This design comes from an exercise in tuning for small area, a short achievable clock period and few clock cycles per item on the open sky130 flow, not from production work. Where RTL was checked, it was by simulation tests only, not by an equivalence proof against the original. Only the layout flow was run in run 1; the RTL was not checked for function there. Power and IR drop assume default switching activity.

`flow/config.mk`:
```
export PLATFORM = sky130hd
export DESIGN_NAME = air_quality_index_classifier
export DESIGN_NICKNAME = air_quality_index_classifier
export VERILOG_FILES = /design/flow/design.v
export SDC_FILE = /design/flow/constraint.sdc
export NUM_CORES = 4
export LEC_CHECK = 0
export ABC_AREA = 1
export CAP_MARGIN = 20
export CORE_MARGIN = 2
export CORE_UTILIZATION = 40
export SETUP_SLACK_MARGIN = 5
export SLEW_MARGIN = 20
```
`flow/constraint.sdc`:
```
create_clock -name core_clock -period 10.0 [get_ports {clk}]
set_input_delay 2.0000 -clock core_clock [delete_from_list [all_inputs] [get_ports {clk}]]
set_output_delay 2.0000 -clock core_clock [all_outputs]
set_load 0.01 [all_outputs]
```
`flow/design.v`:
```
package aqic_pkg;
  localparam logic [1:0] SCHEME_ATMO  = 2'd0;
  localparam logic [1:0] SCHEME_CAQI  = 2'd1;
  localparam logic [1:0] SCHEME_US    = 2'd2;
  localparam logic [1:0] SCHEME_RESET = SCHEME_US;
endpackage
module aqic_band (
  input  logic        pollutant,
  input  logic [15:0] conc,
  input  logic [1:0]  scheme,
  output logic [7:0]  sel
);
  logic [4:0] us0, us1, at, cq;
  always_comb begin
    us0 = '0;
    if (conc > 16'd120) us0 = 5'd1;
    if (conc > 16'd354) us0 = 5'd2;
    if (conc > 16'd554) us0 = 5'd3;
    if (conc > 16'd1023) us0 = 5'd4;
    if (conc > 16'd1504) us0 = 5'd5;
    if (conc > 16'd1958) us0 = 5'd6;
    if (conc > 16'd2047) us0 = 5'd7;
    if (conc > 16'd2504) us0 = 5'd8;
    if (conc > 16'd2958) us0 = 5'd9;
    if (conc > 16'd3071) us0 = 5'd10;
    if (conc > 16'd3504) us0 = 5'd11;
    if (conc > 16'd4095) us0 = 5'd12;
    if (conc > 16'd5004) us0 = 5'd13;
    if (conc > 16'd5119) us0 = 5'd14;
    if (conc > 16'd6143) us0 = 5'd15;
    if (conc > 16'd7167) us0 = 5'd16;
    if (conc > 16'd8191) us0 = 5'd17;
    if (conc > 16'd9215) us0 = 5'd18;
    if (conc > 16'd10000) us0 = 5'd19;
  end
  always_comb begin
    us1 = '0;
    if (conc > 16'd377) us1 = 5'd1;
    if (conc > 16'd540) us1 = 5'd2;
    if (conc > 16'd805) us1 = 5'd3;
    if (conc > 16'd1023) us1 = 5'd4;
    if (conc > 16'd1540) us1 = 5'd5;
    if (conc > 16'd1805) us1 = 5'd6;
    if (conc > 16'd2047) us1 = 5'd7;
    if (conc > 16'd2540) us1 = 5'd8;
    if (conc > 16'd2787) us1 = 5'd9;
    if (conc > 16'd3071) us1 = 5'd10;
    if (conc > 16'd3343) us1 = 5'd11;
    if (conc > 16'd3550) us1 = 5'd12;
    if (conc > 16'd4016) us1 = 5'd13;
    if (conc > 16'd4095) us1 = 5'd14;
    if (conc > 16'd4250) us1 = 5'd15;
    if (conc > 16'd5050) us1 = 5'd16;
    if (conc > 16'd5119) us1 = 5'd17;
    if (conc > 16'd5615) us1 = 5'd18;
    if (conc > 16'd6050) us1 = 5'd19;
  end
  always_comb begin
    at = 5'd1;
    if (pollutant) begin
      if (conc > 16'd60) at = 5'd2;
      if (conc > 16'd130) at = 5'd3;
      if (conc > 16'd200) at = 5'd4;
      if (conc > 16'd270) at = 5'd5;
      if (conc > 16'd340) at = 5'd6;
      if (conc > 16'd410) at = 5'd7;
      if (conc > 16'd490) at = 5'd8;
      if (conc > 16'd640) at = 5'd9;
      if (conc > 16'd790) at = 5'd10;
    end else begin
      if (conc > 16'd110) at = 5'd2;
      if (conc > 16'd240) at = 5'd3;
      if (conc > 16'd360) at = 5'd4;
      if (conc > 16'd410) at = 5'd5;
      if (conc > 16'd470) at = 5'd6;
      if (conc > 16'd530) at = 5'd7;
      if (conc > 16'd580) at = 5'd8;
      if (conc > 16'd640) at = 5'd9;
      if (conc > 16'd690) at = 5'd10;
    end
  end
  always_comb begin
    cq = 5'd1;
    if (pollutant) begin
      if (conc > 16'd250) cq = 5'd2;
      if (conc > 16'd500) cq = 5'd3;
      if (conc > 16'd900) cq = 5'd4;
      if (conc > 16'd1800) cq = 5'd5;
    end else begin
      if (conc > 16'd150) cq = 5'd2;
      if (conc > 16'd300) cq = 5'd3;
      if (conc > 16'd550) cq = 5'd4;
      if (conc > 16'd1100) cq = 5'd5;
    end
    if (conc == 16'd0) cq = '0;
  end
  always_comb begin
    if (scheme == aqic_pkg::SCHEME_ATMO)      sel = {2'd0, pollutant, at};
    else if (scheme == aqic_pkg::SCHEME_CAQI) sel = {2'd1, pollutant, cq};
    else                                      sel = {2'd2, pollutant, pollutant ? us1 : us0};
  end
endmodule
module aqic_interp (
  input  logic [7:0]  sel,
  output logic [17:0] dig,
  output logic [21:0] a,
  output logic [2:0] category,
  output logic [0:0] dbl
);
  always_comb begin
    dig = '0;
    a = '0;
    category = 3'd6;
    dbl = '0;
    casez (sel)
      {2'd2, 1'b0, 5'd0}: begin dig = 18'h15b6e; a = 22'h2aad00; category = 3'd1; dbl = 1'b1; end   
      {2'd2, 1'b0, 5'd1}: begin dig = 18'h15a2d; a = 22'h2c44d0; category = 3'd2; dbl = 1'b0; end   
      {2'd2, 1'b0, 5'd2}: begin dig = 18'h10181; a = 22'h2b8590; category = 3'd3; dbl = 1'b0; end   
      {2'd2, 1'b0, 5'd3}: begin dig = 18'h2b95; a = 22'h32517c; category = 3'd4; dbl = 1'b0; end   
      {2'd2, 1'b0, 5'd4}: begin dig = 18'h2b95; a = 22'h359f70; category = 3'd4; dbl = 1'b0; end   
      {2'd2, 1'b0, 5'd5}: begin dig = 18'hd368; a = 22'h34412c; category = 3'd5; dbl = 1'b0; end   
      {2'd2, 1'b0, 5'd6}: begin dig = 18'hd34e; a = 22'h343600; category = 3'd5; dbl = 1'b0; end   
      {2'd2, 1'b0, 5'd7}: begin dig = 18'hd368; a = 22'h3a98f8; category = 3'd5; dbl = 1'b0; end   
      {2'd2, 1'b0, 5'd8}: begin dig = 18'hd368; a = 22'h3aa73c; category = 3'd6; dbl = 1'b0; end   
      {2'd2, 1'b0, 5'd9}: begin dig = 18'hd368; a = 22'h3aa720; category = 3'd6; dbl = 1'b0; end   
      {2'd2, 1'b0, 5'd10}: begin dig = 18'hd368; a = 22'hff00; category = 3'd6; dbl = 1'b0; end   
      {2'd2, 1'b0, 5'd11}: begin dig = 18'he0a9; a = 22'h1f280; category = 3'd6; dbl = 1'b0; end   
      {2'd2, 1'b0, 5'd12}: begin dig = 18'he0a9; a = 22'h62c92; category = 3'd6; dbl = 1'b0; end   
      {2'd2, 1'b0, 5'd13}: begin dig = 18'hd368; a = 22'h45a80; category = 3'd6; dbl = 1'b0; end   
      {2'd2, 1'b0, 5'd14}: begin dig = 18'hd34d; a = 22'hab2be; category = 3'd6; dbl = 1'b0; end   
      {2'd2, 1'b0, 5'd15}: begin dig = 18'hd34d; a = 22'h111789; category = 3'd6; dbl = 1'b0; end   
      {2'd2, 1'b0, 5'd16}: begin dig = 18'hd34d; a = 22'h177c53; category = 3'd6; dbl = 1'b0; end   
      {2'd2, 1'b0, 5'd17}: begin dig = 18'hd34d; a = 22'h1de11e; category = 3'd6; dbl = 1'b0; end   
      {2'd2, 1'b0, 5'd18}: begin dig = 18'hd34d; a = 22'h244600; category = 3'd6; dbl = 1'b0; end   
      {2'd2, 1'b0, 5'd19}: begin dig = 18'h0; a = 22'h293c00; category = 3'd6; dbl = 1'b0; end   
      {2'd2, 1'b1, 5'd0}: begin dig = 18'hd156; a = 22'h2aac54; category = 3'd1; dbl = 1'b0; end   
      {2'd2, 1'b1, 5'd1}: begin dig = 18'hd156; a = 22'h2aaca0; category = 3'd1; dbl = 1'b0; end   
      {2'd2, 1'b1, 5'd2}: begin dig = 18'h2c4e; a = 22'h2c333c; category = 3'd2; dbl = 1'b0; end   
      {2'd2, 1'b1, 5'd3}: begin dig = 18'h2c4e; a = 22'h2c3320; category = 3'd2; dbl = 1'b0; end   
      {2'd2, 1'b1, 5'd4}: begin dig = 18'h2c4e; a = 22'h2f56f0; category = 3'd2; dbl = 1'b0; end   
      {2'd2, 1'b1, 5'd5}: begin dig = 18'h2c4e; a = 22'h2f6614; category = 3'd3; dbl = 1'b0; end   
      {2'd2, 1'b1, 5'd6}: begin dig = 18'h2c4e; a = 22'h2f6600; category = 3'd3; dbl = 1'b0; end   
      {2'd2, 1'b1, 5'd7}: begin dig = 18'h2c4e; a = 22'h3289c8; category = 3'd3; dbl = 1'b0; end   
      {2'd2, 1'b1, 5'd8}: begin dig = 18'h2c46; a = 22'h329cd0; category = 3'd4; dbl = 1'b0; end   
      {2'd2, 1'b1, 5'd9}: begin dig = 18'h2c46; a = 22'h329ca0; category = 3'd4; dbl = 1'b0; end   
      {2'd2, 1'b1, 5'd10}: begin dig = 18'h2c46; a = 22'h35b8a0; category = 3'd4; dbl = 1'b0; end   
      {2'd2, 1'b1, 5'd11}: begin dig = 18'h2c46; a = 22'h35b870; category = 3'd4; dbl = 1'b0; end   
      {2'd2, 1'b1, 5'd12}: begin dig = 18'h9c70; a = 22'h32fee0; category = 3'd5; dbl = 1'b0; end   
      {2'd2, 1'b1, 5'd13}: begin dig = 18'h9c0d; a = 22'h330860; category = 3'd5; dbl = 1'b0; end   
      {2'd2, 1'b1, 5'd14}: begin dig = 18'h9c70; a = 22'h3c0f18; category = 3'd5; dbl = 1'b0; end   
      {2'd2, 1'b1, 5'd15}: begin dig = 18'h8155; a = 22'h3c48c8; category = 3'd6; dbl = 1'b0; end   
      {2'd2, 1'b1, 5'd16}: begin dig = 18'hd389; a = 22'h3ddec0; category = 3'd6; dbl = 1'b0; end   
      {2'd2, 1'b1, 5'd17}: begin dig = 18'hd368; a = 22'h42968; category = 3'd6; dbl = 1'b0; end   
      {2'd2, 1'b1, 5'd18}: begin dig = 18'hd368; a = 22'h42940; category = 3'd6; dbl = 1'b0; end   
      {2'd2, 1'b1, 5'd19}: begin dig = 18'h0; a = 22'h293c00; category = 3'd6; dbl = 1'b0; end   
      {2'd0, 1'b?, 5'd1}: begin dig = 18'h0; a = 22'h2abc00; category = 3'd0; dbl = 1'b0; end   
      {2'd0, 1'b?, 5'd2}: begin dig = 18'h0; a = 22'h2acc00; category = 3'd0; dbl = 1'b0; end   
      {2'd0, 1'b?, 5'd3}: begin dig = 18'h0; a = 22'h2adc00; category = 3'd1; dbl = 1'b0; end   
      {2'd0, 1'b?, 5'd4}: begin dig = 18'h0; a = 22'h2aec00; category = 3'd1; dbl = 1'b0; end   
      {2'd0, 1'b?, 5'd5}: begin dig = 18'h0; a = 22'h2afc00; category = 3'd2; dbl = 1'b0; end   
      {2'd0, 1'b?, 5'd6}: begin dig = 18'h0; a = 22'h2b0c00; category = 3'd3; dbl = 1'b0; end   
      {2'd0, 1'b?, 5'd7}: begin dig = 18'h0; a = 22'h2b1c00; category = 3'd3; dbl = 1'b0; end   
      {2'd0, 1'b?, 5'd8}: begin dig = 18'h0; a = 22'h2b2c00; category = 3'd4; dbl = 1'b0; end   
      {2'd0, 1'b?, 5'd9}: begin dig = 18'h0; a = 22'h2b3c00; category = 3'd4; dbl = 1'b0; end   
      {2'd0, 1'b?, 5'd10}: begin dig = 18'h0; a = 22'h2b4c00; category = 3'd5; dbl = 1'b0; end   
      {2'd1, 1'b?, 5'd0}: begin dig = 18'h0; a = 22'h2aac00; category = 3'd1; dbl = 1'b0; end   
      {2'd1, 1'b?, 5'd1}: begin dig = 18'h0; a = 22'h2c3c00; category = 3'd1; dbl = 1'b0; end   
      {2'd1, 1'b?, 5'd2}: begin dig = 18'h0; a = 22'h2dcc00; category = 3'd2; dbl = 1'b0; end   
      {2'd1, 1'b?, 5'd3}: begin dig = 18'h0; a = 22'h2f5c00; category = 3'd3; dbl = 1'b0; end   
      {2'd1, 1'b?, 5'd4}: begin dig = 18'h0; a = 22'h30ec00; category = 3'd4; dbl = 1'b0; end   
      {2'd1, 1'b?, 5'd5}: begin dig = 18'h0; a = 22'h340c00; category = 3'd5; dbl = 1'b0; end   
      default: ;
    endcase
  end
endmodule
module aqic_mul (
  input  logic [9:0] x,
  input  logic [17:0] dig,
  input  logic [21:0] a,
  output logic [9:0]  ra,
  output logic [9:0]  rb,
  output logic        cin
);
  logic pp0_0;
  logic pp0_1;
  logic pp0_2;
  logic pp0_3;
  logic pp0_4;
  logic pp0_5;
  logic pp0_6;
  logic pp0_7;
  logic pp0_8;
  logic pp0_9;
  logic pp0_10;
  logic nn0;
  logic pp1_0;
  logic pp1_1;
  logic pp1_2;
  logic pp1_3;
  logic pp1_4;
  logic pp1_5;
  logic pp1_6;
  logic pp1_7;
  logic pp1_8;
  logic pp1_9;
  logic pp1_10;
  logic nn1;
  logic pp2_0;
  logic pp2_1;
  logic pp2_2;
  logic pp2_3;
  logic pp2_4;
  logic pp2_5;
  logic pp2_6;
  logic pp2_7;
  logic pp2_8;
  logic pp2_9;
  logic pp2_10;
  logic nn2;
  logic pp3_0;
  logic pp3_1;
  logic pp3_2;
  logic pp3_3;
  logic pp3_4;
  logic pp3_5;
  logic pp3_6;
  logic pp3_7;
  logic pp3_8;
  logic pp3_9;
  logic pp3_10;
  logic nn3;
  logic pp4_0;
  logic pp4_1;
  logic pp4_2;
  logic pp4_3;
  logic pp4_4;
  logic pp4_5;
  logic pp4_6;
  logic pp4_7;
  logic pp4_8;
  logic pp4_9;
  logic pp4_10;
  logic nn4;
  logic pp5_0;
  logic pp5_1;
  logic pp5_2;
  logic pp5_3;
  logic pp5_4;
  logic pp5_5;
  logic pp5_6;
  logic pp5_7;
  logic pp5_8;
  logic pp5_9;
  logic pp5_10;
  logic nn5;
  logic hs1;
  logic hc2;
  logic hs3;
  logic hc4;
  logic fs5;
  logic fc6;
  logic hs7;
  logic hc8;
  logic fs9;
  logic fc10;
  logic hs11;
  logic hc12;
  logic fs13;
  logic fc14;
  logic hs15;
  logic hc16;
  logic hs17;
  logic hc18;
  logic hs19;
  logic hc20;
  logic fs21;
  logic fc22;
  logic hs23;
  logic hc24;
  logic fs25;
  logic fc26;
  logic hs27;
  logic hc28;
  logic fs29;
  logic fc30;
  logic fs31;
  logic fc32;
  logic fs33;
  logic fc34;
  logic fs35;
  logic fc36;
  logic fs37;
  logic fc38;
  logic fs39;
  logic fc40;
  logic fs41;
  logic fc42;
  logic fs43;
  logic fc44;
  logic fs45;
  logic fc46;
  logic fs47;
  logic fc48;
  logic fs49;
  logic fc50;
  logic fs51;
  logic fc52;
  logic fs53;
  logic fc54;
  logic fs55;
  logic fc56;
  logic fs57;
  logic fc58;
  logic hs59;
  logic hc60;
  logic fs61;
  logic fc62;
  logic hs63;
  logic hc64;
  logic hs65;
  logic hc66;
  logic hs67;
  logic hc68;
  logic fs69;
  logic fc70;
  logic fs71;
  logic fc72;
  logic fs73;
  logic fc74;
  logic fs75;
  logic fc76;
  logic fs77;
  logic fc78;
  logic fs79;
  logic fc80;
  logic fs81;
  logic fc82;
  logic fs83;
  logic fc84;
  logic fs85;
  logic fc86;
  logic fs87;
  logic fc88;
  logic fs89;
  logic fc90;
  logic fs91;
  logic fc92;
  logic fs93;
  logic fc94;
  logic fs95;
  logic fc96;
  logic fs97;
  logic fc98;
  logic hs99;
  logic hc100;
  logic hs101;
  logic hc102;
  logic fs103;
  logic fc104;
  logic fs105;
  logic fc106;
  logic fs107;
  logic fc108;
  logic fs109;
  logic fc110;
  logic fs111;
  logic fc112;
  logic fs113;
  logic fc114;
  logic fs115;
  logic fc116;
  logic fs117;
  logic fc118;
  logic fs119;
  logic fc120;
  logic fs121;
  logic fc122;
  logic fs123;
  logic fc124;
  logic fs125;
  logic fc126;
  logic fs127;
  logic fc128;
  logic fs129;
  logic fc130;
  logic fs131;
  logic fc132;
  logic fs133;
  logic fc134;
  logic fs135;
  logic fc136;
  logic fs137;
  logic fc138;
  logic hs139;
  logic hc140;
  logic g0_0;
  logic p0_0;
  logic g0_1;
  logic p0_1;
  logic g0_2;
  logic p0_2;
  logic g0_3;
  logic p0_3;
  logic g0_4;
  logic p0_4;
  logic g0_5;
  logic p0_5;
  logic g0_6;
  logic p0_6;
  logic g0_7;
  logic p0_7;
  logic g0_8;
  logic p0_8;
  logic g0_9;
  logic p0_9;
  logic g0_10;
  logic p0_10;
  logic g0_11;
  logic p0_11;
  logic g0_12;
  logic p0_12;
  logic g0_13;
  logic p0_13;
  logic g0_14;
  logic p0_14;
  logic g0_15;
  logic p0_15;
  logic g0_16;
  logic p0_16;
  logic g0_17;
  logic p0_17;
  logic g0_18;
  logic p0_18;
  logic g0_19;
  logic p0_19;
  logic g0_20;
  logic p0_20;
  logic g0_21;
  logic p0_21;
  logic g0_22;
  logic p0_22;
  logic g1_1;
  logic p1_1;
  logic g1_2;
  logic p1_2;
  logic g1_3;
  logic p1_3;
  logic g1_4;
  logic p1_4;
  logic g1_5;
  logic p1_5;
  logic g1_6;
  logic p1_6;
  logic g1_7;
  logic p1_7;
  logic g1_8;
  logic p1_8;
  logic g1_9;
  logic p1_9;
  logic g1_10;
  logic p1_10;
  logic g1_11;
  logic p1_11;
  logic g1_12;
  logic p1_12;
  logic g1_13;
  logic p1_13;
  logic g1_14;
  logic p1_14;
  logic g1_15;
  logic p1_15;
  logic g1_16;
  logic p1_16;
  logic g1_17;
  logic p1_17;
  logic g1_18;
  logic p1_18;
  logic g1_19;
  logic p1_19;
  logic g1_20;
  logic p1_20;
  logic g1_21;
  logic p1_21;
  logic g1_22;
  logic p1_22;
  logic g2_2;
  logic p2_2;
  logic g2_3;
  logic p2_3;
  logic g2_4;
  logic p2_4;
  logic g2_5;
  logic p2_5;
  logic g2_6;
  logic p2_6;
  logic g2_7;
  logic p2_7;
  logic g2_8;
  logic p2_8;
  logic g2_9;
  logic p2_9;
  logic g2_10;
  logic p2_10;
  logic g2_11;
  logic p2_11;
  logic g2_12;
  logic p2_12;
  logic g2_13;
  logic p2_13;
  logic g2_14;
  logic p2_14;
  logic g2_15;
  logic p2_15;
  logic g2_16;
  logic p2_16;
  logic g2_17;
  logic p2_17;
  logic g2_18;
  logic p2_18;
  logic g2_19;
  logic p2_19;
  logic g2_20;
  logic p2_20;
  logic g2_21;
  logic p2_21;
  logic g2_22;
  logic p2_22;
  logic g3_4;
  logic p3_4;
  logic g3_5;
  logic p3_5;
  logic g3_6;
  logic p3_6;
  logic g3_7;
  logic p3_7;
  logic g3_8;
  logic p3_8;
  logic g3_9;
  logic p3_9;
  logic g3_10;
  logic p3_10;
  logic g3_11;
  logic p3_11;
  logic g3_12;
  logic p3_12;
  logic g3_13;
  logic p3_13;
  logic g3_14;
  logic p3_14;
  logic g3_15;
  logic p3_15;
  logic g3_16;
  logic p3_16;
  logic g3_17;
  logic p3_17;
  logic g3_18;
  logic p3_18;
  logic g3_19;
  logic p3_19;
  logic g3_20;
  logic p3_20;
  logic g3_21;
  logic p3_21;
  logic g3_22;
  logic p3_22;
  logic g4_8;
  logic p4_8;
  logic g4_9;
  logic p4_9;
  logic g4_10;
  logic p4_10;
  logic g4_11;
  logic p4_11;
  logic g4_12;
  logic p4_12;
  logic g4_13;
  logic p4_13;
  logic g4_14;
  logic p4_14;
  logic g4_15;
  logic p4_15;
  logic g4_16;
  logic p4_16;
  logic g4_17;
  logic p4_17;
  logic g4_18;
  logic p4_18;
  logic g4_19;
  logic p4_19;
  logic g4_20;
  logic p4_20;
  logic g4_21;
  logic p4_21;
  logic g4_22;
  logic p4_22;
  logic g5_16;
  logic p5_16;
  logic g5_17;
  logic p5_17;
  logic g5_18;
  logic p5_18;
  logic g5_19;
  logic p5_19;
  logic g5_20;
  logic p5_20;
  logic g5_21;
  logic p5_21;
  logic g5_22;
  logic p5_22;
  assign pp0_0 = ((dig[0] & x[0]) | (dig[1] & 1'b0)) ^ dig[2];
  assign pp0_1 = ((dig[0] & x[1]) | (dig[1] & x[0])) ^ dig[2];
  assign pp0_2 = ((dig[0] & x[2]) | (dig[1] & x[1])) ^ dig[2];
  assign pp0_3 = ((dig[0] & x[3]) | (dig[1] & x[2])) ^ dig[2];
  assign pp0_4 = ((dig[0] & x[4]) | (dig[1] & x[3])) ^ dig[2];
  assign pp0_5 = ((dig[0] & x[5]) | (dig[1] & x[4])) ^ dig[2];
  assign pp0_6 = ((dig[0] & x[6]) | (dig[1] & x[5])) ^ dig[2];
  assign pp0_7 = ((dig[0] & x[7]) | (dig[1] & x[6])) ^ dig[2];
  assign pp0_8 = ((dig[0] & x[8]) | (dig[1] & x[7])) ^ dig[2];
  assign pp0_9 = ((dig[0] & x[9]) | (dig[1] & x[8])) ^ dig[2];
  assign pp0_10 = ((dig[0] & 1'b0) | (dig[1] & x[9])) ^ dig[2];
  assign nn0 = ~dig[2];
  assign pp1_0 = ((dig[3] & x[0]) | (dig[4] & 1'b0)) ^ dig[5];
  assign pp1_1 = ((dig[3] & x[1]) | (dig[4] & x[0])) ^ dig[5];
  assign pp1_2 = ((dig[3] & x[2]) | (dig[4] & x[1])) ^ dig[5];
  assign pp1_3 = ((dig[3] & x[3]) | (dig[4] & x[2])) ^ dig[5];
  assign pp1_4 = ((dig[3] & x[4]) | (dig[4] & x[3])) ^ dig[5];
  assign pp1_5 = ((dig[3] & x[5]) | (dig[4] & x[4])) ^ dig[5];
  assign pp1_6 = ((dig[3] & x[6]) | (dig[4] & x[5])) ^ dig[5];
  assign pp1_7 = ((dig[3] & x[7]) | (dig[4] & x[6])) ^ dig[5];
  assign pp1_8 = ((dig[3] & x[8]) | (dig[4] & x[7])) ^ dig[5];
  assign pp1_9 = ((dig[3] & x[9]) | (dig[4] & x[8])) ^ dig[5];
  assign pp1_10 = ((dig[3] & 1'b0) | (dig[4] & x[9])) ^ dig[5];
  assign nn1 = ~dig[5];
  assign pp2_0 = ((dig[6] & x[0]) | (dig[7] & 1'b0)) ^ dig[8];
  assign pp2_1 = ((dig[6] & x[1]) | (dig[7] & x[0])) ^ dig[8];
  assign pp2_2 = ((dig[6] & x[2]) | (dig[7] & x[1])) ^ dig[8];
  assign pp2_3 = ((dig[6] & x[3]) | (dig[7] & x[2])) ^ dig[8];
  assign pp2_4 = ((dig[6] & x[4]) | (dig[7] & x[3])) ^ dig[8];
  assign pp2_5 = ((dig[6] & x[5]) | (dig[7] & x[4])) ^ dig[8];
  assign pp2_6 = ((dig[6] & x[6]) | (dig[7] & x[5])) ^ dig[8];
  assign pp2_7 = ((dig[6] & x[7]) | (dig[7] & x[6])) ^ dig[8];
  assign pp2_8 = ((dig[6] & x[8]) | (dig[7] & x[7])) ^ dig[8];
  assign pp2_9 = ((dig[6] & x[9]) | (dig[7] & x[8])) ^ dig[8];
  assign pp2_10 = ((dig[6] & 1'b0) | (dig[7] & x[9])) ^ dig[8];
  assign nn2 = ~dig[8];
  assign pp3_0 = ((dig[9] & x[0]) | (dig[10] & 1'b0)) ^ dig[11];
  assign pp3_1 = ((dig[9] & x[1]) | (dig[10] & x[0])) ^ dig[11];
  assign pp3_2 = ((dig[9] & x[2]) | (dig[10] & x[1])) ^ dig[11];
  assign pp3_3 = ((dig[9] & x[3]) | (dig[10] & x[2])) ^ dig[11];
  assign pp3_4 = ((dig[9] & x[4]) | (dig[10] & x[3])) ^ dig[11];
  assign pp3_5 = ((dig[9] & x[5]) | (dig[10] & x[4])) ^ dig[11];
  assign pp3_6 = ((dig[9] & x[6]) | (dig[10] & x[5])) ^ dig[11];
  assign pp3_7 = ((dig[9] & x[7]) | (dig[10] & x[6])) ^ dig[11];
  assign pp3_8 = ((dig[9] & x[8]) | (dig[10] & x[7])) ^ dig[11];
  assign pp3_9 = ((dig[9] & x[9]) | (dig[10] & x[8])) ^ dig[11];
  assign pp3_10 = ((dig[9] & 1'b0) | (dig[10] & x[9])) ^ dig[11];
  assign nn3 = ~dig[11];
  assign pp4_0 = ((dig[12] & x[0]) | (dig[13] & 1'b0)) ^ dig[14];
  assign pp4_1 = ((dig[12] & x[1]) | (dig[13] & x[0])) ^ dig[14];
  assign pp4_2 = ((dig[12] & x[2]) | (dig[13] & x[1])) ^ dig[14];
  assign pp4_3 = ((dig[12] & x[3]) | (dig[13] & x[2])) ^ dig[14];
  assign pp4_4 = ((dig[12] & x[4]) | (dig[13] & x[3])) ^ dig[14];
  assign pp4_5 = ((dig[12] & x[5]) | (dig[13] & x[4])) ^ dig[14];
  assign pp4_6 = ((dig[12] & x[6]) | (dig[13] & x[5])) ^ dig[14];
  assign pp4_7 = ((dig[12] & x[7]) | (dig[13] & x[6])) ^ dig[14];
  assign pp4_8 = ((dig[12] & x[8]) | (dig[13] & x[7])) ^ dig[14];
  assign pp4_9 = ((dig[12] & x[9]) | (dig[13] & x[8])) ^ dig[14];
  assign pp4_10 = ((dig[12] & 1'b0) | (dig[13] & x[9])) ^ dig[14];
  assign nn4 = ~dig[14];
  assign pp5_0 = ((dig[15] & x[0]) | (dig[16] & 1'b0)) ^ dig[17];
  assign pp5_1 = ((dig[15] & x[1]) | (dig[16] & x[0])) ^ dig[17];
  assign pp5_2 = ((dig[15] & x[2]) | (dig[16] & x[1])) ^ dig[17];
  assign pp5_3 = ((dig[15] & x[3]) | (dig[16] & x[2])) ^ dig[17];
  assign pp5_4 = ((dig[15] & x[4]) | (dig[16] & x[3])) ^ dig[17];
  assign pp5_5 = ((dig[15] & x[5]) | (dig[16] & x[4])) ^ dig[17];
  assign pp5_6 = ((dig[15] & x[6]) | (dig[16] & x[5])) ^ dig[17];
  assign pp5_7 = ((dig[15] & x[7]) | (dig[16] & x[6])) ^ dig[17];
  assign pp5_8 = ((dig[15] & x[8]) | (dig[16] & x[7])) ^ dig[17];
  assign pp5_9 = ((dig[15] & x[9]) | (dig[16] & x[8])) ^ dig[17];
  assign pp5_10 = ((dig[15] & 1'b0) | (dig[16] & x[9])) ^ dig[17];
  assign nn5 = ~dig[17];
  assign hs1 = pp0_8 ^ pp1_6;
  assign hc2 = pp0_8 & pp1_6;
  assign hs3 = pp0_9 ^ pp1_7;
  assign hc4 = pp0_9 & pp1_7;
  assign fs5 = pp0_10 ^ pp1_8 ^ pp2_6;
  assign fc6 = (pp0_10 & pp1_8) | (pp0_10 & pp2_6) | (pp1_8 & pp2_6);
  assign hs7 = pp3_4 ^ pp4_2;
  assign hc8 = pp3_4 & pp4_2;
  assign fs9 = nn0 ^ pp1_9 ^ pp2_7;
  assign fc10 = (nn0 & pp1_9) | (nn0 & pp2_7) | (pp1_9 & pp2_7);
  assign hs11 = pp3_5 ^ pp4_3;
  assign hc12 = pp3_5 & pp4_3;
  assign fs13 = pp1_10 ^ pp2_8 ^ pp3_6;
  assign fc14 = (pp1_10 & pp2_8) | (pp1_10 & pp3_6) | (pp2_8 & pp3_6);
  assign hs15 = nn1 ^ pp2_9;
  assign hc16 = nn1 & pp2_9;
  assign hs17 = pp0_4 ^ pp1_2;
  assign hc18 = pp0_4 & pp1_2;
  assign hs19 = pp0_5 ^ pp1_3;
  assign hc20 = pp0_5 & pp1_3;
  assign fs21 = pp0_6 ^ pp1_4 ^ pp2_2;
  assign fc22 = (pp0_6 & pp1_4) | (pp0_6 & pp2_2) | (pp1_4 & pp2_2);
  assign hs23 = pp3_0 ^ dig[11];
  assign hc24 = pp3_0 & dig[11];
  assign fs25 = pp0_7 ^ pp1_5 ^ pp2_3;
  assign fc26 = (pp0_7 & pp1_5) | (pp0_7 & pp2_3) | (pp1_5 & pp2_3);
  assign hs27 = pp3_1 ^ a[6];
  assign hc28 = pp3_1 & a[6];
  assign fs29 = hs1 ^ pp2_4 ^ pp3_2;
  assign fc30 = (hs1 & pp2_4) | (hs1 & pp3_2) | (pp2_4 & pp3_2);
  assign fs31 = pp4_0 ^ dig[14] ^ a[7];
  assign fc32 = (pp4_0 & dig[14]) | (pp4_0 & a[7]) | (dig[14] & a[7]);
  assign fs33 = hc2 ^ hs3 ^ pp2_5;
  assign fc34 = (hc2 & hs3) | (hc2 & pp2_5) | (hs3 & pp2_5);
  assign fs35 = pp3_3 ^ pp4_1 ^ a[8];
  assign fc36 = (pp3_3 & pp4_1) | (pp3_3 & a[8]) | (pp4_1 & a[8]);
  assign fs37 = hc4 ^ fs5 ^ hs7;
  assign fc38 = (hc4 & fs5) | (hc4 & hs7) | (fs5 & hs7);
  assign fs39 = pp5_0 ^ dig[17] ^ a[9];
  assign fc40 = (pp5_0 & dig[17]) | (pp5_0 & a[9]) | (dig[17] & a[9]);
  assign fs41 = fc6 ^ hc8 ^ fs9;
  assign fc42 = (fc6 & hc8) | (fc6 & fs9) | (hc8 & fs9);
  assign fs43 = hs11 ^ pp5_1 ^ a[10];
  assign fc44 = (hs11 & pp5_1) | (hs11 & a[10]) | (pp5_1 & a[10]);
  assign fs45 = fc10 ^ hc12 ^ fs13;
  assign fc46 = (fc10 & hc12) | (fc10 & fs13) | (hc12 & fs13);
  assign fs47 = pp4_4 ^ pp5_2 ^ a[11];
  assign fc48 = (pp4_4 & pp5_2) | (pp4_4 & a[11]) | (pp5_2 & a[11]);
  assign fs49 = fc14 ^ hs15 ^ pp3_7;
  assign fc50 = (fc14 & hs15) | (fc14 & pp3_7) | (hs15 & pp3_7);
  assign fs51 = pp4_5 ^ pp5_3 ^ a[12];
  assign fc52 = (pp4_5 & pp5_3) | (pp4_5 & a[12]) | (pp5_3 & a[12]);
  assign fs53 = hc16 ^ pp2_10 ^ pp3_8;
  assign fc54 = (hc16 & pp2_10) | (hc16 & pp3_8) | (pp2_10 & pp3_8);
  assign fs55 = pp4_6 ^ pp5_4 ^ a[13];
  assign fc56 = (pp4_6 & pp5_4) | (pp4_6 & a[13]) | (pp5_4 & a[13]);
  assign fs57 = nn2 ^ pp3_9 ^ pp4_7;
  assign fc58 = (nn2 & pp3_9) | (nn2 & pp4_7) | (pp3_9 & pp4_7);
  assign hs59 = pp5_5 ^ a[14];
  assign hc60 = pp5_5 & a[14];
  assign fs61 = pp3_10 ^ pp4_8 ^ pp5_6;
  assign fc62 = (pp3_10 & pp4_8) | (pp3_10 & pp5_6) | (pp4_8 & pp5_6);
  assign hs63 = nn3 ^ pp4_9;
  assign hc64 = nn3 & pp4_9;
  assign hs65 = pp0_2 ^ pp1_0;
  assign hc66 = pp0_2 & pp1_0;
  assign hs67 = pp0_3 ^ pp1_1;
  assign hc68 = pp0_3 & pp1_1;
  assign fs69 = hs17 ^ pp2_0 ^ dig[8];
  assign fc70 = (hs17 & pp2_0) | (hs17 & dig[8]) | (pp2_0 & dig[8]);
  assign fs71 = hc18 ^ hs19 ^ pp2_1;
  assign fc72 = (hc18 & hs19) | (hc18 & pp2_1) | (hs19 & pp2_1);
  assign fs73 = hc20 ^ fs21 ^ hs23;
  assign fc74 = (hc20 & fs21) | (hc20 & hs23) | (fs21 & hs23);
  assign fs75 = fc22 ^ hc24 ^ fs25;
  assign fc76 = (fc22 & hc24) | (fc22 & fs25) | (hc24 & fs25);
  assign fs77 = fc26 ^ hc28 ^ fs29;
  assign fc78 = (fc26 & hc28) | (fc26 & fs29) | (hc28 & fs29);
  assign fs79 = fc30 ^ fc32 ^ fs33;
  assign fc80 = (fc30 & fc32) | (fc30 & fs33) | (fc32 & fs33);
  assign fs81 = fc34 ^ fc36 ^ fs37;
  assign fc82 = (fc34 & fc36) | (fc34 & fs37) | (fc36 & fs37);
  assign fs83 = fc38 ^ fc40 ^ fs41;
  assign fc84 = (fc38 & fc40) | (fc38 & fs41) | (fc40 & fs41);
  assign fs85 = fc42 ^ fc44 ^ fs45;
  assign fc86 = (fc42 & fc44) | (fc42 & fs45) | (fc44 & fs45);
  assign fs87 = fc46 ^ fc48 ^ fs49;
  assign fc88 = (fc46 & fc48) | (fc46 & fs49) | (fc48 & fs49);
  assign fs89 = fc50 ^ fc52 ^ fs53;
  assign fc90 = (fc50 & fc52) | (fc50 & fs53) | (fc52 & fs53);
  assign fs91 = fc54 ^ fc56 ^ fs57;
  assign fc92 = (fc54 & fc56) | (fc54 & fs57) | (fc56 & fs57);
  assign fs93 = fc58 ^ hc60 ^ fs61;
  assign fc94 = (fc58 & hc60) | (fc58 & fs61) | (hc60 & fs61);
  assign fs95 = fc62 ^ hs63 ^ pp5_7;
  assign fc96 = (fc62 & hs63) | (fc62 & pp5_7) | (hs63 & pp5_7);
  assign fs97 = hc64 ^ pp4_10 ^ pp5_8;
  assign fc98 = (hc64 & pp4_10) | (hc64 & pp5_8) | (pp4_10 & pp5_8);
  assign hs99 = nn4 ^ pp5_9;
  assign hc100 = nn4 & pp5_9;
  assign hs101 = hs65 ^ dig[5];
  assign hc102 = hs65 & dig[5];
  assign fs103 = hc66 ^ hs67 ^ a[2];
  assign fc104 = (hc66 & hs67) | (hc66 & a[2]) | (hs67 & a[2]);
  assign fs105 = hc68 ^ fs69 ^ a[3];
  assign fc106 = (hc68 & fs69) | (hc68 & a[3]) | (fs69 & a[3]);
  assign fs107 = fc70 ^ fs71 ^ a[4];
  assign fc108 = (fc70 & fs71) | (fc70 & a[4]) | (fs71 & a[4]);
  assign fs109 = fc72 ^ fs73 ^ a[5];
  assign fc110 = (fc72 & fs73) | (fc72 & a[5]) | (fs73 & a[5]);
  assign fs111 = fc74 ^ fs75 ^ hs27;
  assign fc112 = (fc74 & fs75) | (fc74 & hs27) | (fs75 & hs27);
  assign fs113 = fc76 ^ fs77 ^ fs31;
  assign fc114 = (fc76 & fs77) | (fc76 & fs31) | (fs77 & fs31);
  assign fs115 = fc78 ^ fs79 ^ fs35;
  assign fc116 = (fc78 & fs79) | (fc78 & fs35) | (fs79 & fs35);
  assign fs117 = fc80 ^ fs81 ^ fs39;
  assign fc118 = (fc80 & fs81) | (fc80 & fs39) | (fs81 & fs39);
  assign fs119 = fc82 ^ fs83 ^ fs43;
  assign fc120 = (fc82 & fs83) | (fc82 & fs43) | (fs83 & fs43);
  assign fs121 = fc84 ^ fs85 ^ fs47;
  assign fc122 = (fc84 & fs85) | (fc84 & fs47) | (fs85 & fs47);
  assign fs123 = fc86 ^ fs87 ^ fs51;
  assign fc124 = (fc86 & fs87) | (fc86 & fs51) | (fs87 & fs51);
  assign fs125 = fc88 ^ fs89 ^ fs55;
  assign fc126 = (fc88 & fs89) | (fc88 & fs55) | (fs89 & fs55);
  assign fs127 = fc90 ^ fs91 ^ hs59;
  assign fc128 = (fc90 & fs91) | (fc90 & hs59) | (fs91 & hs59);
  assign fs129 = fc92 ^ fs93 ^ a[15];
  assign fc130 = (fc92 & fs93) | (fc92 & a[15]) | (fs93 & a[15]);
  assign fs131 = fc94 ^ fs95 ^ a[16];
  assign fc132 = (fc94 & fs95) | (fc94 & a[16]) | (fs95 & a[16]);
  assign fs133 = fc96 ^ fs97 ^ a[17];
  assign fc134 = (fc96 & fs97) | (fc96 & a[17]) | (fs97 & a[17]);
  assign fs135 = fc98 ^ hs99 ^ a[18];
  assign fc136 = (fc98 & hs99) | (fc98 & a[18]) | (hs99 & a[18]);
  assign fs137 = hc100 ^ pp5_10 ^ a[19];
  assign fc138 = (hc100 & pp5_10) | (hc100 & a[19]) | (pp5_10 & a[19]);
  assign hs139 = nn5 ^ a[20];
  assign hc140 = nn5 & a[20];
  assign g0_0 = (pp0_0 & dig[2]);
  assign p0_0 = (pp0_0 ^ dig[2]);
  assign g0_1 = (pp0_1 & a[0]);
  assign p0_1 = (pp0_1 ^ a[0]);
  assign g0_2 = (hs101 & a[1]);
  assign p0_2 = (hs101 ^ a[1]);
  assign g0_3 = (hc102 & fs103);
  assign p0_3 = (hc102 ^ fs103);
  assign g0_4 = (fc104 & fs105);
  assign p0_4 = (fc104 ^ fs105);
  assign g0_5 = (fc106 & fs107);
  assign p0_5 = (fc106 ^ fs107);
  assign g0_6 = (fc108 & fs109);
  assign p0_6 = (fc108 ^ fs109);
  assign g0_7 = (fc110 & fs111);
  assign p0_7 = (fc110 ^ fs111);
  assign g0_8 = (fc112 & fs113);
  assign p0_8 = (fc112 ^ fs113);
  assign g0_9 = (fc114 & fs115);
  assign p0_9 = (fc114 ^ fs115);
  assign g0_10 = (fc116 & fs117);
  assign p0_10 = (fc116 ^ fs117);
  assign g0_11 = (fc118 & fs119);
  assign p0_11 = (fc118 ^ fs119);
  assign g0_12 = (fc120 & fs121);
  assign p0_12 = (fc120 ^ fs121);
  assign g0_13 = (fc122 & fs123);
  assign p0_13 = (fc122 ^ fs123);
  assign g0_14 = (fc124 & fs125);
  assign p0_14 = (fc124 ^ fs125);
  assign g0_15 = (fc126 & fs127);
  assign p0_15 = (fc126 ^ fs127);
  assign g0_16 = (fc128 & fs129);
  assign p0_16 = (fc128 ^ fs129);
  assign g0_17 = (fc130 & fs131);
  assign p0_17 = (fc130 ^ fs131);
  assign g0_18 = (fc132 & fs133);
  assign p0_18 = (fc132 ^ fs133);
  assign g0_19 = (fc134 & fs135);
  assign p0_19 = (fc134 ^ fs135);
  assign g0_20 = (fc136 & fs137);
  assign p0_20 = (fc136 ^ fs137);
  assign g0_21 = (fc138 & hs139);
  assign p0_21 = (fc138 ^ hs139);
  assign g0_22 = (hc140 & a[21]);
  assign p0_22 = (hc140 ^ a[21]);
  assign g1_1 = g0_1 | (p0_1 & g0_0);
  assign p1_1 = p0_1 & p0_0;
  assign g1_2 = g0_2 | (p0_2 & g0_1);
  assign p1_2 = p0_2 & p0_1;
  assign g1_3 = g0_3 | (p0_3 & g0_2);
  assign p1_3 = p0_3 & p0_2;
  assign g1_4 = g0_4 | (p0_4 & g0_3);
  assign p1_4 = p0_4 & p0_3;
  assign g1_5 = g0_5 | (p0_5 & g0_4);
  assign p1_5 = p0_5 & p0_4;
  assign g1_6 = g0_6 | (p0_6 & g0_5);
  assign p1_6 = p0_6 & p0_5;
  assign g1_7 = g0_7 | (p0_7 & g0_6);
  assign p1_7 = p0_7 & p0_6;
  assign g1_8 = g0_8 | (p0_8 & g0_7);
  assign p1_8 = p0_8 & p0_7;
  assign g1_9 = g0_9 | (p0_9 & g0_8);
  assign p1_9 = p0_9 & p0_8;
  assign g1_10 = g0_10 | (p0_10 & g0_9);
  assign p1_10 = p0_10 & p0_9;
  assign g1_11 = g0_11 | (p0_11 & g0_10);
  assign p1_11 = p0_11 & p0_10;
  assign g1_12 = g0_12 | (p0_12 & g0_11);
  assign p1_12 = p0_12 & p0_11;
  assign g1_13 = g0_13 | (p0_13 & g0_12);
  assign p1_13 = p0_13 & p0_12;
  assign g1_14 = g0_14 | (p0_14 & g0_13);
  assign p1_14 = p0_14 & p0_13;
  assign g1_15 = g0_15 | (p0_15 & g0_14);
  assign p1_15 = p0_15 & p0_14;
  assign g1_16 = g0_16 | (p0_16 & g0_15);
  assign p1_16 = p0_16 & p0_15;
  assign g1_17 = g0_17 | (p0_17 & g0_16);
  assign p1_17 = p0_17 & p0_16;
  assign g1_18 = g0_18 | (p0_18 & g0_17);
  assign p1_18 = p0_18 & p0_17;
  assign g1_19 = g0_19 | (p0_19 & g0_18);
  assign p1_19 = p0_19 & p0_18;
  assign g1_20 = g0_20 | (p0_20 & g0_19);
  assign p1_20 = p0_20 & p0_19;
  assign g1_21 = g0_21 | (p0_21 & g0_20);
  assign p1_21 = p0_21 & p0_20;
  assign g1_22 = g0_22 | (p0_22 & g0_21);
  assign p1_22 = p0_22 & p0_21;
  assign g2_2 = g1_2 | (p1_2 & g0_0);
  assign p2_2 = p1_2 & p0_0;
  assign g2_3 = g1_3 | (p1_3 & g1_1);
  assign p2_3 = p1_3 & p1_1;
  assign g2_4 = g1_4 | (p1_4 & g1_2);
  assign p2_4 = p1_4 & p1_2;
  assign g2_5 = g1_5 | (p1_5 & g1_3);
  assign p2_5 = p1_5 & p1_3;
  assign g2_6 = g1_6 | (p1_6 & g1_4);
  assign p2_6 = p1_6 & p1_4;
  assign g2_7 = g1_7 | (p1_7 & g1_5);
  assign p2_7 = p1_7 & p1_5;
  assign g2_8 = g1_8 | (p1_8 & g1_6);
  assign p2_8 = p1_8 & p1_6;
  assign g2_9 = g1_9 | (p1_9 & g1_7);
  assign p2_9 = p1_9 & p1_7;
  assign g2_10 = g1_10 | (p1_10 & g1_8);
  assign p2_10 = p1_10 & p1_8;
  assign g2_11 = g1_11 | (p1_11 & g1_9);
  assign p2_11 = p1_11 & p1_9;
  assign g2_12 = g1_12 | (p1_12 & g1_10);
  assign p2_12 = p1_12 & p1_10;
  assign g2_13 = g1_13 | (p1_13 & g1_11);
  assign p2_13 = p1_13 & p1_11;
  assign g2_14 = g1_14 | (p1_14 & g1_12);
  assign p2_14 = p1_14 & p1_12;
  assign g2_15 = g1_15 | (p1_15 & g1_13);
  assign p2_15 = p1_15 & p1_13;
  assign g2_16 = g1_16 | (p1_16 & g1_14);
  assign p2_16 = p1_16 & p1_14;
  assign g2_17 = g1_17 | (p1_17 & g1_15);
  assign p2_17 = p1_17 & p1_15;
  assign g2_18 = g1_18 | (p1_18 & g1_16);
  assign p2_18 = p1_18 & p1_16;
  assign g2_19 = g1_19 | (p1_19 & g1_17);
  assign p2_19 = p1_19 & p1_17;
  assign g2_20 = g1_20 | (p1_20 & g1_18);
  assign p2_20 = p1_20 & p1_18;
  assign g2_21 = g1_21 | (p1_21 & g1_19);
  assign p2_21 = p1_21 & p1_19;
  assign g2_22 = g1_22 | (p1_22 & g1_20);
  assign p2_22 = p1_22 & p1_20;
  assign g3_4 = g2_4 | (p2_4 & g0_0);
  assign p3_4 = p2_4 & p0_0;
  assign g3_5 = g2_5 | (p2_5 & g1_1);
  assign p3_5 = p2_5 & p1_1;
  assign g3_6 = g2_6 | (p2_6 & g2_2);
  assign p3_6 = p2_6 & p2_2;
  assign g3_7 = g2_7 | (p2_7 & g2_3);
  assign p3_7 = p2_7 & p2_3;
  assign g3_8 = g2_8 | (p2_8 & g2_4);
  assign p3_8 = p2_8 & p2_4;
  assign g3_9 = g2_9 | (p2_9 & g2_5);
  assign p3_9 = p2_9 & p2_5;
  assign g3_10 = g2_10 | (p2_10 & g2_6);
  assign p3_10 = p2_10 & p2_6;
  assign g3_11 = g2_11 | (p2_11 & g2_7);
  assign p3_11 = p2_11 & p2_7;
  assign g3_12 = g2_12 | (p2_12 & g2_8);
  assign p3_12 = p2_12 & p2_8;
  assign g3_13 = g2_13 | (p2_13 & g2_9);
  assign p3_13 = p2_13 & p2_9;
  assign g3_14 = g2_14 | (p2_14 & g2_10);
  assign p3_14 = p2_14 & p2_10;
  assign g3_15 = g2_15 | (p2_15 & g2_11);
  assign p3_15 = p2_15 & p2_11;
  assign g3_16 = g2_16 | (p2_16 & g2_12);
  assign p3_16 = p2_16 & p2_12;
  assign g3_17 = g2_17 | (p2_17 & g2_13);
  assign p3_17 = p2_17 & p2_13;
  assign g3_18 = g2_18 | (p2_18 & g2_14);
  assign p3_18 = p2_18 & p2_14;
  assign g3_19 = g2_19 | (p2_19 & g2_15);
  assign p3_19 = p2_19 & p2_15;
  assign g3_20 = g2_20 | (p2_20 & g2_16);
  assign p3_20 = p2_20 & p2_16;
  assign g3_21 = g2_21 | (p2_21 & g2_17);
  assign p3_21 = p2_21 & p2_17;
  assign g3_22 = g2_22 | (p2_22 & g2_18);
  assign p3_22 = p2_22 & p2_18;
  assign g4_8 = g3_8 | (p3_8 & g0_0);
  assign p4_8 = p3_8 & p0_0;
  assign g4_9 = g3_9 | (p3_9 & g1_1);
  assign p4_9 = p3_9 & p1_1;
  assign g4_10 = g3_10 | (p3_10 & g2_2);
  assign p4_10 = p3_10 & p2_2;
  assign g4_11 = g3_11 | (p3_11 & g2_3);
  assign p4_11 = p3_11 & p2_3;
  assign g4_12 = g3_12 | (p3_12 & g3_4);
  assign p4_12 = p3_12 & p3_4;
  assign g4_13 = g3_13 | (p3_13 & g3_5);
  assign p4_13 = p3_13 & p3_5;
  assign g4_14 = g3_14 | (p3_14 & g3_6);
  assign p4_14 = p3_14 & p3_6;
  assign g4_15 = g3_15 | (p3_15 & g3_7);
  assign p4_15 = p3_15 & p3_7;
  assign g4_16 = g3_16 | (p3_16 & g3_8);
  assign p4_16 = p3_16 & p3_8;
  assign g4_17 = g3_17 | (p3_17 & g3_9);
  assign p4_17 = p3_17 & p3_9;
  assign g4_18 = g3_18 | (p3_18 & g3_10);
  assign p4_18 = p3_18 & p3_10;
  assign g4_19 = g3_19 | (p3_19 & g3_11);
  assign p4_19 = p3_19 & p3_11;
  assign g4_20 = g3_20 | (p3_20 & g3_12);
  assign p4_20 = p3_20 & p3_12;
  assign g4_21 = g3_21 | (p3_21 & g3_13);
  assign p4_21 = p3_21 & p3_13;
  assign g4_22 = g3_22 | (p3_22 & g3_14);
  assign p4_22 = p3_22 & p3_14;
  assign g5_16 = g4_16 | (p4_16 & g0_0);
  assign p5_16 = p4_16 & p0_0;
  assign g5_17 = g4_17 | (p4_17 & g1_1);
  assign p5_17 = p4_17 & p1_1;
  assign g5_18 = g4_18 | (p4_18 & g2_2);
  assign p5_18 = p4_18 & p2_2;
  assign g5_19 = g4_19 | (p4_19 & g2_3);
  assign p5_19 = p4_19 & p2_3;
  assign g5_20 = g4_20 | (p4_20 & g3_4);
  assign p5_20 = p4_20 & p3_4;
  assign g5_21 = g4_21 | (p4_21 & g3_5);
  assign p5_21 = p4_21 & p3_5;
  assign g5_22 = g4_22 | (p4_22 & g3_6);
  assign p5_22 = p4_22 & p3_6;
  assign ra[0] = fc122;
  assign rb[0] = fs123;
  assign ra[1] = fc124;
  assign rb[1] = fs125;
  assign ra[2] = fc126;
  assign rb[2] = fs127;
  assign ra[3] = fc128;
  assign rb[3] = fs129;
  assign ra[4] = fc130;
  assign rb[4] = fs131;
  assign ra[5] = fc132;
  assign rb[5] = fs133;
  assign ra[6] = fc134;
  assign rb[6] = fs135;
  assign ra[7] = fc136;
  assign rb[7] = fs137;
  assign ra[8] = fc138;
  assign rb[8] = hs139;
  assign ra[9] = hc140;
  assign rb[9] = a[21];
  assign cin = g4_12;
endmodule
module air_quality_index_classifier (
  input  logic        clk,
  input  logic        rst_n,
  input  logic        in_valid,
  output logic        in_ready,
  input  logic        in_pollutant,
  input  logic [15:0] in_concentration_tenths,
  output logic        out_valid,
  input  logic        out_ready,
  output logic [9:0]  out_index_value,
  output logic [2:0]  out_category,
  input  logic        cfg_valid,
  output logic        cfg_ready,
  input  logic [1:0]  cfg_index_scheme
);
  logic        adv;
  logic [1:0]  scheme_r;
  logic        va_r, out_valid_r;
  logic [7:0]  sel_nxt, sel_r;
  logic [9:0] x_a_r;
  logic [17:0] dig_nxt;
  logic [21:0] a_nxt;
  logic [2:0]  cat_nxt;
  logic        dbl;
  logic [9:0] x_m;
  logic [9:0]  ra_nxt, rb_nxt, ra_r, rb_r;
  logic        cin_nxt, cin_r;
  logic [2:0]  out_cat_r;
  assign adv       = !out_valid_r || out_ready;
  assign in_ready  = adv;
  assign cfg_ready = 1'b1;
  always_ff @(posedge clk) begin
    if (!rst_n) begin
      scheme_r    <= aqic_pkg::SCHEME_RESET;
      va_r        <= 1'b0;
      out_valid_r <= 1'b0;
    end else begin
      if (cfg_valid) scheme_r <= cfg_index_scheme;
      if (adv) begin
        va_r        <= in_valid;
        out_valid_r <= va_r;
      end
    end
  end
  aqic_band u_band (
    .pollutant (in_pollutant),
    .conc      (in_concentration_tenths),
    .scheme    (scheme_r),
    .sel       (sel_nxt)
  );
  aqic_interp u_interp (
    .sel      (sel_r),
    .dig      (dig_nxt),
    .a        (a_nxt),
    .category (cat_nxt),
    .dbl      (dbl)
  );
  assign x_m = dbl ? {x_a_r[8:0], 1'b0} : x_a_r;
  aqic_mul u_mul (
    .x   (x_m),
    .dig (dig_nxt),
    .a   (a_nxt),
    .ra  (ra_nxt),
    .rb  (rb_nxt),
    .cin (cin_nxt)
  );
  always_ff @(posedge clk) begin
    if (adv) begin
      sel_r     <= sel_nxt;
      x_a_r     <= in_concentration_tenths[9:0];
      ra_r      <= ra_nxt;
      rb_r      <= rb_nxt;
      cin_r     <= cin_nxt;
      out_cat_r <= cat_nxt;
    end
  end
  assign out_valid       = out_valid_r;
  assign out_index_value = ra_r + rb_r + 10'(cin_r);
  assign out_category    = out_cat_r;
endmodule
```
`flow/run.sh`:
```
#!/bin/bash
# synth_recipe.tcl (not shown) runs the flow's synth.tcl, then flattens the netlist and writes it again
# the make line also repeats each setting of config.mk as NAME=value (left out here)
make -C /OpenROAD-flow-scripts/flow DESIGN_CONFIG=/design/flow/config.mk WORK_HOME=/design/flow/orfs CLKGATE_MAP_FILE= SYNTH_SCRIPT=/design/flow/synth_recipe.tcl finish
```
==> flow_summary.yaml, run 1 <==
grt:
  grt_pass1_vias: 9807
  top_usage_layer: "met2"
  gr-total-overflow: 0
  gr-usage-met3: 0.0516
  grt_max_degree: 23
  gr-usage-met2: 0.540
  grt_use_total: 0.313
  met1_usage: 0.374
  grt_pass1_wl_um: 57000
  antenna_found_initial: 0
die:
  core_area_um2: 21800
  start_util: 0.408
  die_x_um: 153
  die_h_um: 153
  die_area_um2: 23500
  rows: 54
  io_pins: 40
yosys:
  syn_inst: 1302
  ys_ff_latch: 46
  synthFlopType: "edfxtp_1"
  synth_top_family_by_area: "simple AND/OR/NAND/NOR gates"
  synth_compound_area_frac: 0.170
  synthMuxAreaShare: 0.00281
  netlist_area_um2: 8900
  synthSimpleGateAreaFrac: 0.315
  synth_xor_area_frac: 0.0590
  post_synth_fa_ha_maj_area_fraction: 0.170
  ys_warn_count: 3
  syn_avg_cell_area_um2: 6.84
  async_flop_share: 0
  syn-num-nets: 1415
  yosys.area.top_type_share: 0.142
  synth_area_leaders: "edfxtp_1 14%, fa_1 12%, inv_1 9.5%, nand2_1 7.8%, nor2_1 6.9%"
  yosysSeqAreaShare: 0.151
  synth-edff-count: 42
  synth_top_area_cell: "edfxtp_1"
  ys_types: 71
cts:
  cts_tree: "yes"
  clockBufferDepth: 2
  clk_pin_slew_ns: 0.06
  htreeDepth: 2
  clk_latency_ns: 0.29
  root_buffer: "clkbuf_16"
  cts_inserted_buffers: 5
  hold_buffers: 0
  clkSinkCount: 46
routing:
  vias: 10000
  vias_per_cell: 5.90
  dr.pass1.iters: 7
  wl_per_cell_um: 21.9
  first_iter_violations: 1392
  finalWirelength_um: 37100
  drc: 0
  final_antenna_net_count: 0
setup_path:
  slowest_delay_ns: 0.51
  critPathKind: "flip-flop to flip-flop"
  path_depth: 27
  crit_fanout: 5
  cp_num_buf_inv: 9
  start_kind: "flip-flop"
  end_kind: "flip-flop"
  crit_family: "adder cells"
  cpMostUsedCell: "inv_2"
  crit_required_ns: 10.14
  cp_slowest_cell: "fa_1"
  reg2reg_depth: 27
  cp.arrival_ns: 5.30
sta:
  clock_skew_ns: 0.00506
  finalHoldViolations: 0
  rsz0062_at_grt: "true"
  min_period_ns: 5.17
  max_freq_ghz: 0.194
  maxSlewHeadroom: 0.510
  tns_ns: 0
  worst_pin_slew_ns: 0.729
  post-route-period-util: 0.517
  drv_slew: 0
  finalSetupViolations: 0
cells_and_area:
  finalInstanceArea_um2: 11000
  fin_nets: 1529
  fill_cells: 2175
  antenna_cells: 0
  layout_commonest_cell: "inv_1"
  most-common-layout-cells: "212 x inv_1, 175 x nand2_1, 141 x nor2_1"
  final_layout_size_suffix_gt1_frac: 0.220
  syn2layout_area_growth_pct: 23.5
power:
  p_per_area_nw_per_um2: 228
  p_total_mw: 2.51
  leakagePower_nw: 5.44
  ir_worst_vdd_v: 0.000266
hold_path:
  worstHoldPathCells: 2
  hold_path_class: "flip-flop to flip-flop"
job:
  max-cap-violations: 0
run_status:
  status: "no timing/DRC/antenna violations"
place:
  port_buffers: 38
  gp_congestion: 1.09
  placed_area_um2: 9560
  dp_hpwl_um: 29200
[Yosys cell counts, drive strengths merged, types with 4 or more instances]
| library cell | number |
|---|---|
| fa | 53 |
| edfxtp | 42 |
| o21ai | 72 |
| o31ai | 9 |
| o22ai | 56 |
| nand4 | 30 |
| buf | 17 |
| nand2 | 197 |
| nand3 | 56 |
| ha | 36 |
| nor2 | 206 |
| o211ai | 11 |
| inv | 273 |
| dfxtp | 4 |
| xor2 | 55 |
| nor3 | 38 |
| or2 | 4 |
| a21oi | 49 |
| a31oi | 8 |
| xnor2 | 5 |
| a21boi | 4 |
| nor4 | 30 |
| a32o | 4 |
| clkbuf | 7 |
[metal layers]
layer,up-vias,routed length [um]
li1,4540,-
met1,4659,14000
met2,615,17700
met3,193,2950
met4,0,2530
met5,-,0
[final timing paths]
check	startpoint	to	slack [ns]
worst min register to register	va_r	va_r	0.45
worst min-delay path	va_r	va_r	0.45
worst max-delay path	sel_r[2]	cin_r	4.83
worst max register to register	sel_r[2]	cin_r	4.83
[stage by stage]
step | worst slack [ns] | std cells | utilization | hold WS [ns]
2_1_floorplan | 5.01 | 1302 | - | 0.429
3_3_place_gp | 4.27 | 1600 | 0.438 | 0.457
3_5_place_dp | 4.25 | 1600 | 0.438 | 0.443
4_1_cts | 4.87 | 1663 | 0.478 | 0.452
5_1_grt | 4.61 | 1697 | 0.504 | 0.479
6_report | 4.83 | 1697 | 0.504 | 0.451
[flip-flops by register name, indices dropped and copies added, names as in the netlist]
register,count
out_cat_r,3
out_valid_r,1
cin_r,1
x_a_r,10
ra_r,10
rb_r,10
sel_r,8
scheme_r,2
va_r,1
[cell type report]
type                    count  area [um^2]  area share
flip-flops and latches     46         1340       0.122
repair inverters            1         7.51    0.000683
well taps                 280          350      0.0319
multi-input cells         956         6890       0.627
clock buffers               6          129      0.0117
clock inverters             2         8.76    0.000797
inverters                 276         1090      0.0995
repair buffers            130         1180       0.107
[worst register-to-register path, cell delays in order, from the launching register on]
cell      delay (ns)
edfxtp_1        0.46
nor2_1          0.15
inv_2           0.11
nor2_1          0.20
inv_2           0.12
a21oi_4         0.25
inv_2           0.11
nand2_4         0.10
inv_2           0.05
nand3_4         0.06
inv_2           0.05
nand2_4         0.07
nor4_4          0.04
buf_6           0.14
buf_12          0.13
o22ai_4         0.12
xor2_2          0.18
fa_2            0.47
fa_1            0.51
inv_1           0.05
fa_1            0.48
inv_1           0.05
fa_1            0.47
ha_4            0.29
nand2_2         0.06
nor3_2          0.10
nand4_1         0.13
o211ai_2        0.09
[power breakdown]
part	leakage, nW	switching, mW	internal [mW]
combinational	4.90	1.10	0.930
clock	0.0683	0.0657	0.0913
sequential	0.480	0.0213	0.305
[repair_timing]
action | CTS | global route
gates resized for setup | 76 | 78
buffers inserted | 53 | 33
gates cloned | 2 | 1
pin swaps | 38 | 45
endpoints found under the setup margin | 4 | 7
[kinds of logic after synthesis]
logic type / Yosys count
AND/OR/NAND/NOR: 565
flip-flops: 46
AO/OA/AOI/OAI: 239
multiplexers: 2
adder cells (fa/ha/maj): 89
other: 1
XOR/XNOR: 60
buffers and inverters: 300
==> run 2: changes to the inputs <==
--- a/flow/design.v
+++ b/flow/design.v
@@ -180,5 +180,6 @@
   output logic [9:0]  ra,
   output logic [9:0]  rb,
-  output logic        cin
+  output logic [4:0]  lg,
+  output logic [4:0]  lp
 );
   logic pp0_0;
@@ -1054,5 +1055,21 @@
   assign ra[9] = hc140;
   assign rb[9] = a[21];
-  assign cin = g4_12;
+  assign lg[0] = (g0_2 | (p0_2 & (g0_1 | (p0_1 & g0_0))));
+  assign lp[0] = (p0_2 & (p0_1 & p0_0));
+  assign lg[1] = (g0_5 | (p0_5 & (g0_4 | (p0_4 & g0_3))));
+  assign lp[1] = (p0_5 & (p0_4 & p0_3));
+  assign lg[2] = (g0_8 | (p0_8 & (g0_7 | (p0_7 & g0_6))));
+  assign lp[2] = (p0_8 & (p0_7 & p0_6));
+  assign lg[3] = (g0_11 | (p0_11 & (g0_10 | (p0_10 & g0_9))));
+  assign lp[3] = (p0_11 & (p0_10 & p0_9));
+  assign lg[4] = g0_12;
+  assign lp[4] = p0_12;
+endmodule
+module aqic_cin (
+  input  logic [4:0] lg,
+  input  logic [4:0] lp,
+  output logic       cin
+);
+  assign cin = (lg[4] | (lp[4] & (lg[3] | (lp[3] & (lg[2] | (lp[2] & (lg[1] | (lp[1] & lg[0]))))))));
 endmodule
 module air_quality_index_classifier (
@@ -1082,5 +1099,6 @@
   logic [9:0] x_m;
   logic [9:0]  ra_nxt, rb_nxt, ra_r, rb_r;
-  logic        cin_nxt, cin_r;
+  logic [4:0]  lg_nxt, lp_nxt, lg_r, lp_r;
+  logic        cin;
   logic [2:0]  out_cat_r;
   assign adv       = !out_valid_r || out_ready;
@@ -1120,5 +1138,11 @@
     .ra  (ra_nxt),
     .rb  (rb_nxt),
-    .cin (cin_nxt)
+    .lg  (lg_nxt),
+    .lp  (lp_nxt)
+  );
+  aqic_cin u_cin (
+    .lg  (lg_r),
+    .lp  (lp_r),
+    .cin (cin)
   );
   always_ff @(posedge clk) begin
@@ -1128,10 +1152,11 @@
       ra_r      <= ra_nxt;
       rb_r      <= rb_nxt;
-      cin_r     <= cin_nxt;
+      lg_r      <= lg_nxt;
+      lp_r      <= lp_nxt;
       out_cat_r <= cat_nxt;
     end
   end
   assign out_valid       = out_valid_r;
-  assign out_index_value = ra_r + rb_r + 10'(cin_r);
+  assign out_index_value = ra_r + rb_r + 10'(cin);
   assign out_category    = out_cat_r;
 endmodule
--- a/flow/config.mk
+++ b/flow/config.mk
@@ -12,2 +12,3 @@
 export SETUP_SLACK_MARGIN = 5
 export SLEW_MARGIN = 20
+export TNS_END_PERCENT = 0
==> run 2 against run 1 <==
  * Still clean
  * Non-clock buffer count down 42
  * Count of clock-buffer cells in the layout decreased by 1
  * First-iteration DRC count is 34% lower
  * Cell count shrank 1.2%
  * Die area increased by 0.96%
  * Critical path depth is 4 lower
  * Sequential share of layout area grew 3.2 points
  * Clock skew is 0.010 ns higher
  * Synthesized area grew 0.98%
  * Largest cell class unchanged
  * Largest power group unchanged
==> flow_summary.yaml, run 2 <==
hold_path:
  min_from: "va_r"
  hold_path_class: "flip-flop to flip-flop"
cts:
  hold_buffers: 0
  root_buffer: "clkbuf_16"
  clk_pin_slew_ns: 0.08
  cts_tree: "yes"
  clockBufferDepth: 2
  clk_latency_ns: 0.32
  htreeDepth: 2
sta:
  max_freq_ghz: 0.196
  tns_ns: 0
  min_period_ns: 5.10
  rsz0062_at_grt: "true"
  clock_skew_ns: 0.0152
  post-route-period-util: 0.510
  finalSetupViolations: 0
  maxSlewHeadroom: 0.512
  worst_pin_slew_ns: 0.729
cells_and_area:
  syn2layout_area_growth_pct: 14.0
  reg.largest.list: "ra_r (10), rb_r (10), x_a_r (10)"
  layout_commonest_cell: "inv_1"
  final_layout_size_suffix_gt1_frac: 0.128
  most-common-layout-cells: "237 x inv_1, 184 x nor2_1, 184 x nand2_1"
  fin_nets: 1508
  fin_util: 0.467
grt:
  grt_pass1_wl_um: 52100
  gr-total-overflow: 0
  grt_pass1_vias: 9332
  grt_use_total: 0.285
  antenna_found_initial: 0
  grt_max_degree: 27
yosys:
  synth-edff-count: 50
  ys_warn_count: 3
  synthFlopType: "edfxtp_1"
  async_flop_share: 0
  syn_avg_cell_area_um2: 6.76
  netlist_area_um2: 8990
  synth_area_leaders: "edfxtp_1 17%, fa_1 12%, inv_1 10%, nor2_1 8.1%, nand2_1 7.7%"
  ys_ff_latch: 54
  synth_common_cells: "251 x inv_1, 195 x nor2_1, 185 x nand2_1, 62 x nand3_1, 55 x o22ai_1"
  yosys.area.top_type_share: 0.167
  ys_types: 62
  syn-num-nets: 1442
  post-synth-top-count-cell: "inv_1"
routing:
  final_antenna_net_count: 0
  drc: 0
  wl_per_cell_um: 20.1
  first_iter_violations: 914
  finalWirelength_um: 33700
  vias_per_cell: 5.73
  vias: 9602
power:
  p_per_area_nw_per_um2: 198
  p_total_mw: 2.03
place:
  gp_congestion: 0.995
  dp_hpwl_um: 27400
die:
  core_area_um2: 22000
  die_area_um2: 23700
  io_pins: 40
  start_util: 0.409
  die_h_um: 154
  die_x_um: 154
setup_path:
  end_kind: "flip-flop"
  slowest_delay_ns: 0.50
  cp.arrival_ns: 5.17
  crit_fanout: 8
  start_kind: "flip-flop"
  reg2reg_from: "sel_r[6]"
  cp_slowest_cell: "fa_1"
  crit_required_ns: 10.07
job:
  max-cap-violations: 0
run_status:
  status: "no timing/DRC/antenna violations"
run 2: cell count changes in the layout (fill, tap and decap cells not counted), sizes merged, moves of 5 or more:
cell and delta:
nand3 +6, buf -42, o211ai -7, nor2 +18, nor3 +12, dlymetal6s2s -7, nor4 -8, inv +7
clkdlybuf4s50 +5, o21ai -10, edfxtp +8
run 2: power breakdown:
| group | total [mW] | switching, mW | leakage (nW) | internal (mW) |
|---|---|---|---|---|
| sequential | 0.390 | 0.0229 | 0.572 | 0.367 |
| clock | 0.186 | 0.0901 | 0.0759 | 0.0957 |
| combinational | 1.45 | 0.826 | 4.43 | 0.623 |
run 2: metal layers:
metal	wire [um]	GRT usage	share of wire	vias up
met5	0	0	0	-
li1	-	-	-	4491
met4	1780	0.136	0.053	0
met1	14000	0.364	0.41	4491
met3	2550	0.0448	0.076	124
met2	15400	0.473	0.46	496
run 2: cell type report:
type / instances / area [um^2]
clock buffer: 5 / 125
clock inverter: 3 / 28.8
fill: 2304 / 11700
inverter: 286 / 1110
multi-input combinational: 960 / 6270
sequential: 54 / 1580
tap: 280 / 350
timing repair buffer: 88 / 781
run 2: worst max-delay path, delay by kind of cell, from the launching register on:
family	cells	cell delay [ns]
xor+xnor	1	0.24
simple gates	7	1.03
fa+ha+maj	5	2.19
flops	1	0.40
compound gates	3	0.40
buf+inv	7	0.57
run 2: repair_timing:
action | 4_1_cts | 5_1_grt
pin swaps | 8 | 19
endpoints found under the setup margin | 13 | 15
gates cloned | 1 | 0
setup buffers | 13 | 28
resized for setup | 26 | 38
run 2: cell families (layout without fill, tap and decap cells):
| logic type | Yosys count | after routing | share of synthesized area |
|---|---|---|---|
| AND/OR/NAND/NOR | 595 | 595 | 0.312 |
| buffers and inverters | 315 | 382 | 0.140 |
| AO/OA/AOI/OAI | 215 | 215 | 0.145 |
| adder cells (fa/ha/maj) | 89 | 89 | 0.168 |
| XOR/XNOR | 60 | 60 | 0.0585 |
| flip-flops | 54 | 54 | 0.176 |
| other | 1 | 1 | 0.000417 |
run 2: worst paths after layout:
check                           cells past startpoint  slack [ns]       to
worst max register to register                     23        4.90  lg_r[3]
worst max-delay path                               23        4.90  lg_r[3]
worst min-delay path                                2        0.46     va_r
worst min register to register                      2        0.46     va_r
run 2: metrics by stage:
| step | cells | setup slack (ns) | area, um^2 | hold WS (ns) |
|---|---|---|---|---|
| 4_1_cts | 1648 | 4.79 | 9960 | 0.462 |
| 2_1_floorplan | 1329 | 5.06 | 8990 | 0.429 |
| 3_3_place_gp | 1626 | 4.15 | 9610 | 0.447 |
| 5_1_grt | 1676 | 4.70 | 10200 | 0.482 |
| 6_report | 1676 | 4.90 | 10200 | 0.455 |
| 3_5_place_dp | 1626 | 4.13 | 9610 | 0.450 |
Testbench counts of run 2, summed over its fixed seeds: cycles 8,072, items 8,000.

Re-timed with assumed drivers on the ports (clkbuf_16 on the clock, buf_2 on other inputs), run 2 has 4.897 ns of setup slack against 4.897 ns with ideal ports, and 4.702 ns once port delays also move by the mid clock arrival of 0.356 ns.
